This is an optimization exercise on Yosys and OpenROAD, whose aim is small area, not a production implementation.
Power is estimated from default activity; no workload was simulated.

==> flow/design.v (excerpt) <==
module console_buffer (
  input  logic       clk,
  input  logic       rst,
  input  logic       i_char_stb,
  input  logic [7:0] i_char,
  input  logic       i_alt_func_en,
  input  logic [2:0] i_tab_count,
  input  logic       i_clear_screen_stb,
  output logic       o_wr_char_rdy,
  input  logic       i_read_frame_stb,
  input  logic       i_char_req_en,
  output logic       o_char_rdy,
  output logic [7:0] o_char
);
==> module char_ram, before the edit <==
module char_ram (
  input  logic       clk,
  input  logic       rst,
  input  logic       i_start_clear,  
  input  logic       i_we,          
  input  logic [3:0] i_wr_col,
  input  logic [7:0] i_wr_data,
  input  logic       i_move,        
  input  logic       i_clear,       
  output logic [3:0] o_turn,
  input  logic [3:0] i_rd_col,      
  input  logic [3:0] i_rd_src,      
  input  logic       i_rd_hide,     
  output logic [7:0] o_rd_data
);
  logic [7:0] rows [4][16];   
  logic [3:0] turn;
  logic [3:0] next_place;   
  logic [3:0] place_lo;     
  logic [3:0] place_hi;     
  logic [3:0] wr_place;
  logic [7:0] port_d;
  logic [7:0] rd;
  always_ff @(posedge clk) begin
    if (rst || i_start_clear) begin
      turn <= '0;
    end else begin
      turn <= turn + 4'd1;
    end
  end
  assign o_turn   = turn;
  assign next_place = i_rd_col - turn - 4'd1;
  always_ff @(posedge clk) begin
    for (int i = 0; i < 4; i++) begin
      place_lo[i] <= (next_place[1:0] == i[1:0]);
      place_hi[i] <= (next_place[3:2] == i[1:0]);
    end
  end
  assign wr_place = i_wr_col - turn - 4'd1;   
  assign port_d   = (i_clear || i_move) ? console_code_pkg::BLANK_CHAR : i_wr_data;
  always_ff @(posedge clk) begin
    for (int k = 0; k < 4; k++) begin
      for (int i = 0; i < 16; i++) begin
        rows[k][i] <= rows[k][(i + 1) % 16];
      end
    end
    if (i_clear || i_move) begin
      rows[0][14] <= rows[3][15];
      rows[1][14] <= rows[0][15];
      rows[2][14] <= rows[1][15];
    end
    for (int i = 0; i < 16; i += 2) begin
      if (i_clear || (i_move && (i == 14)) || (i_we && (wr_place[3:1] == i[3:1]))) begin
        rows[3][i] <= port_d;
      end
    end
  end
  always_comb begin
    logic [7:0] quad [4];
    logic       row_on;
    rd = '0;
    for (int k = 0; k < 4; k++) begin
      row_on = i_rd_src[k];
      if (k == 3) row_on = row_on && !(i_rd_hide && (i_rd_col == i_wr_col));
      for (int q = 0; q < 4; q++) begin
        quad[q] = '0;
        for (int i = 0; i < 4; i++) quad[q] |= rows[k][q*4 + i] & {8{place_lo[i]}};
        rd |= quad[q] & {8{place_hi[q] && row_on}};
      end
    end
  end
  always_ff @(posedge clk) begin
    o_rd_data <= rd;
  end
endmodule
==> module frame_reader, before the edit <==
module frame_reader (
  input  logic       clk,
  input  logic       rst,
  input  logic       i_read_frame_stb,
  input  logic       i_char_req_en,   
  input  logic       i_writer_busy,
  input  logic [1:0] i_frame_cur,    
  input  logic       i_line_clear,    
  output logic       o_busy,
  output logic [3:0] o_rd_col,       
  output logic [3:0] o_rd_src,       
  output logic       o_char_rdy
);
  typedef enum logic [1:0] {
    rd_idle,
    rd_wait_writer,
    rd_setup,
    rd_request
  } rd_state_e;
  rd_state_e  state;
  logic [6:0] pos;      
  logic       req_hit;
  logic       in_delay;
  logic       rdy_d1;   
  assign in_delay = (state == rd_request) && rdy_d1;
  assign req_hit  = (state == rd_request) && !rdy_d1 && i_char_req_en && !i_line_clear;
  assign o_busy   = (state == rd_setup) || (state == rd_request);
  always_ff @(posedge clk) begin
    if (rst) begin
      state      <= rd_idle;
      rdy_d1     <= 1'b0;
      o_char_rdy <= 1'b0;
    end else begin
      rdy_d1     <= req_hit;
      o_char_rdy <= rdy_d1;
      case (state)
        rd_wait_writer: if (!i_writer_busy) state <= rd_setup;   
        rd_setup:       state <= rd_request;
        rd_request:     if (in_delay && (pos == 7'd127)) state <= rd_idle;   
        default: ;
      endcase
      if (i_read_frame_stb) begin
        state <= rd_wait_writer;   
      end
    end
  end
  always_ff @(posedge clk) begin
    if (state == rd_wait_writer) begin
      pos <= '0;
    end else if (in_delay) begin
      pos <= pos + 7'd1;
    end
  end
  logic [1:0] scr;    
  logic [2:0] src;
  assign scr = pos[6:5];
  always_comb begin
    if (scr == i_frame_cur) begin
      src = 3'd3;
    end else if (scr < i_frame_cur) begin
      src = {1'b0, i_frame_cur - scr - 2'd1};
    end else begin
      src = 3'd4;
    end
  end
  assign o_rd_col = pos[3:0];
  always_ff @(posedge clk) begin
    for (int k = 0; k < 4; k++) o_rd_src[k] <= (src == k[2:0]);
  end
endmodule
==> module console_buffer, before the edit <==
module console_buffer (
  input  logic       clk,
  input  logic       rst,
  input  logic       i_char_stb,
  input  logic [7:0] i_char,
  input  logic       i_alt_func_en,
  input  logic [2:0] i_tab_count,
  input  logic       i_clear_screen_stb,
  output logic       o_wr_char_rdy,
  input  logic       i_read_frame_stb,
  input  logic       i_char_req_en,
  output logic       o_char_rdy,
  output logic [7:0] o_char
);
  logic       keep;
  logic       rdy;
  logic       cmd_ctrl;
  logic [7:0] cmd_ch;
  logic       writer_busy;
  logic       reader_busy;
  logic       we;
  logic [3:0] wr_col;
  logic [7:0] wr_data;
  logic       move;
  logic       clear;
  logic       start_clear;
  logic       rd_hide;
  logic [1:0] frame_cur;
  logic [3:0] rd_col;
  logic [3:0] turn;
  logic [3:0] rd_src;
  logic       line_clear;
  char_decoder u_char_decoder (
    .clk(clk),
    .i_char_stb(i_char_stb), .i_char(i_char), .i_alt_func_en(i_alt_func_en),
    .i_rdy(rdy),
    .o_keep(keep), .o_cmd_ctrl(cmd_ctrl), .o_cmd_ch(cmd_ch)
  );
  assign o_wr_char_rdy = rdy;
  cursor_writer u_cursor_writer (
    .clk(clk), .rst(rst),
    .i_char_stb(i_char_stb), .i_keep(keep), .i_cmd_ctrl(cmd_ctrl), .i_cmd_ch(cmd_ch), .i_tab_count(i_tab_count),
    .i_clear_screen_stb(i_clear_screen_stb), .i_reader_busy(reader_busy),
    .o_rdy(rdy), .o_busy(writer_busy), .i_turn(turn), .o_start_clear(start_clear),
    .o_we(we), .o_wr_col(wr_col), .o_wr_data(wr_data), .o_rd_hide(rd_hide),
    .o_move(move), .o_clear(clear),
    .o_frame_cur(frame_cur), .o_line_clear(line_clear)
  );
  char_ram u_char_ram (
    .clk(clk), .rst(rst), .i_start_clear(start_clear), .i_we(we), .i_wr_col(wr_col), .i_wr_data(wr_data),
    .i_move(move), .i_clear(clear), .o_turn(turn),
    .i_rd_col(rd_col), .i_rd_src(rd_src), .i_rd_hide(rd_hide), .o_rd_data(o_char)
  );
  frame_reader u_frame_reader (
    .clk(clk), .rst(rst),
    .i_read_frame_stb(i_read_frame_stb), .i_char_req_en(i_char_req_en),
    .i_writer_busy(writer_busy), .i_frame_cur(frame_cur),
    .i_line_clear(line_clear),
    .o_busy(reader_busy), .o_rd_col(rd_col), .o_rd_src(rd_src), .o_char_rdy(o_char_rdy)
  );
endmodule
==> flow/config.mk <==
export PLATFORM = sky130hd
export DESIGN_NAME = console_buffer
export DESIGN_NICKNAME = console_buffer
export VERILOG_FILES = /design/flow/design.v
export SDC_FILE = /design/flow/constraint.sdc
export NUM_CORES = 4
export LEC_CHECK = 0
export CAP_MARGIN = 20
export CORE_MARGIN = 2
export CORE_UTILIZATION = 60
export CTS_BUF_LIST = sky130_fd_sc_hd__clkbuf_8
export CTS_CLUSTER_DIAMETER = 60
export CTS_CLUSTER_SIZE = 16
export SLEW_MARGIN = 20
export SYNTH_MEMORY_MAX_BITS = 4096
==> flow/constraint.sdc <==
create_clock -name core_clock -period 5.0 [get_ports {clk}]
set_input_delay 1.0000 -clock core_clock [delete_from_list [all_inputs] [get_ports {clk}]]
set_output_delay 1.0000 -clock core_clock [all_outputs]
set_load 0.01 [all_outputs]
standard.sh (not shown) runs the stock make flow with config.mk's settings and CLKGATE_MAP_FILE= SYNTH_SCRIPT=/design/flow/synth_recipe.tcl, a recipe that flattens the netlist after the stock synthesis.
==> flow/flow/run.sh <==
#!/bin/bash
# Standard layout, with port buffers of the smallest buffer and no dummy clock loads.
set -e
export BUFFER_PORTS_ARGS="-buffer_cell sky130_fd_sc_hd__buf_1"
export CTS_ARGS="-sink_clustering_enable -repair_clock_nets -dont_use_dummy_load -sink_clustering_size 19 -sink_clustering_max_diameter 90 -buf_list sky130_fd_sc_hd__clkbuf_8"
bash standard.sh > standard.log 2>&1
The starting point went through all stages and came out clean.
Edit:
--- a/flow/design.v
+++ b/flow/design.v
@@ -215,17 +215,17 @@
   input  logic       i_move,        
   input  logic       i_clear,       
   output logic [3:0] o_turn,
-  input  logic [3:0] i_rd_col,      
-  input  logic [3:0] i_rd_src,      
+  input  logic [3:0] i_rd_col,
+  input  logic [2:0] i_rd_src,      
   input  logic       i_rd_hide,     
   output logic [7:0] o_rd_data
 );
   logic [7:0] rows [4][16];   
   logic [3:0] turn;
-  logic [3:0] next_place;   
-  logic [3:0] place_lo;     
-  logic [3:0] place_hi;     
+  logic [3:0] rd_place;
   logic [3:0] wr_place;
+  logic [7:0] row_d [4];
+  logic [3:0] row_sel;
   logic [7:0] port_d;
   logic [7:0] rd;
   always_ff @(posedge clk) begin
@@ -236,13 +236,7 @@
     end
   end
   assign o_turn   = turn;
-  assign next_place = i_rd_col - turn - 4'd1;
-  always_ff @(posedge clk) begin
-    for (int i = 0; i < 4; i++) begin
-      place_lo[i] <= (next_place[1:0] == i[1:0]);
-      place_hi[i] <= (next_place[3:2] == i[1:0]);
-    end
-  end
+  assign rd_place = i_rd_col - turn;
   assign wr_place = i_wr_col - turn - 4'd1;   
   assign port_d   = (i_clear || i_move) ? console_code_pkg::BLANK_CHAR : i_wr_data;
   always_ff @(posedge clk) begin
@@ -263,19 +257,21 @@
     end
   end
   always_comb begin
+    for (int k = 0; k < 3; k++) row_sel[k] = (i_rd_src == k[2:0]);
+    row_sel[3] = (i_rd_src == 3'd3) && !(i_rd_hide && (i_rd_col == i_wr_col));
+  end
+  always_comb begin
     logic [7:0] quad [4];
-    logic       row_on;
-    rd = '0;
     for (int k = 0; k < 4; k++) begin
-      row_on = i_rd_src[k];
-      if (k == 3) row_on = row_on && !(i_rd_hide && (i_rd_col == i_wr_col));
       for (int q = 0; q < 4; q++) begin
         quad[q] = '0;
-        for (int i = 0; i < 4; i++) quad[q] |= rows[k][q*4 + i] & {8{place_lo[i]}};
-        rd |= quad[q] & {8{place_hi[q] && row_on}};
+        for (int i = 0; i < 4; i++) quad[q] |= rows[k][q*4 + i] & {8{rd_place[1:0] == i[1:0]}};
       end
+      row_d[k] = '0;
+      for (int q = 0; q < 4; q++) row_d[k] |= quad[q] & {8{(rd_place[3:2] == q[1:0]) && row_sel[k]}};
     end
   end
+  assign rd = row_d[0] | row_d[1] | row_d[2] | row_d[3];
   always_ff @(posedge clk) begin
     o_rd_data <= rd;
   end
@@ -291,7 +287,7 @@
   input  logic       i_line_clear,    
   output logic       o_busy,
   output logic [3:0] o_rd_col,       
-  output logic [3:0] o_rd_src,       
+  output logic [2:0] o_rd_src,       
   output logic       o_char_rdy
 );
   typedef enum logic [1:0] {
@@ -348,7 +344,7 @@
   end
   assign o_rd_col = pos[3:0];
   always_ff @(posedge clk) begin
-    for (int k = 0; k < 4; k++) o_rd_src[k] <= (src == k[2:0]);
+    o_rd_src <= src;
   end
 endmodule
 `timescale 1ns/1ns
@@ -382,7 +378,7 @@
   logic [1:0] frame_cur;
   logic [3:0] rd_col;
   logic [3:0] turn;
-  logic [3:0] rd_src;
+  logic [2:0] rd_src;
   logic       line_clear;
   char_decoder u_char_decoder (
     .clk(clk),
What happened: The changed run completed with no timing, DRC or antenna violations. Non-clock buffer count is higher by 8. Total power is higher by about a fifth. First-iteration DRC count is higher slightly. Via count is lower by a little under a tenth. Synthesized cell count is lower by a little under a tenth.
No functional check of the RTL was part of any run of this note.

## port drivers added, routing unchanged
How much do the figures lean on ideal ports? The routed layouts below were timed once more, with nothing changed but the port constraints. Step 1: set_driving_cell puts a clkbuf_16 on clk and a buf_2 on each other input, an assumption about the parent block. Step 2 times the ports against the registers' clock, not the clock port: input delays grow and output delays shrink by t, the midpoint of the rising clock arrivals with the driver on. Slacks: no drivers / after step 1 / after step 2; pairs: no drivers / after step 1.
| run | t (ns) | slack for setup (ns) | worst setup path at the end |
|---|---|---|---|
| the first run | 0.602 | 1.693 / 1.644 / 2.204 | register to register |
| the second run | 0.582 | 1.506 / 1.506 / 1.506 | register to register |
After both steps every run listed still meets setup and hold.
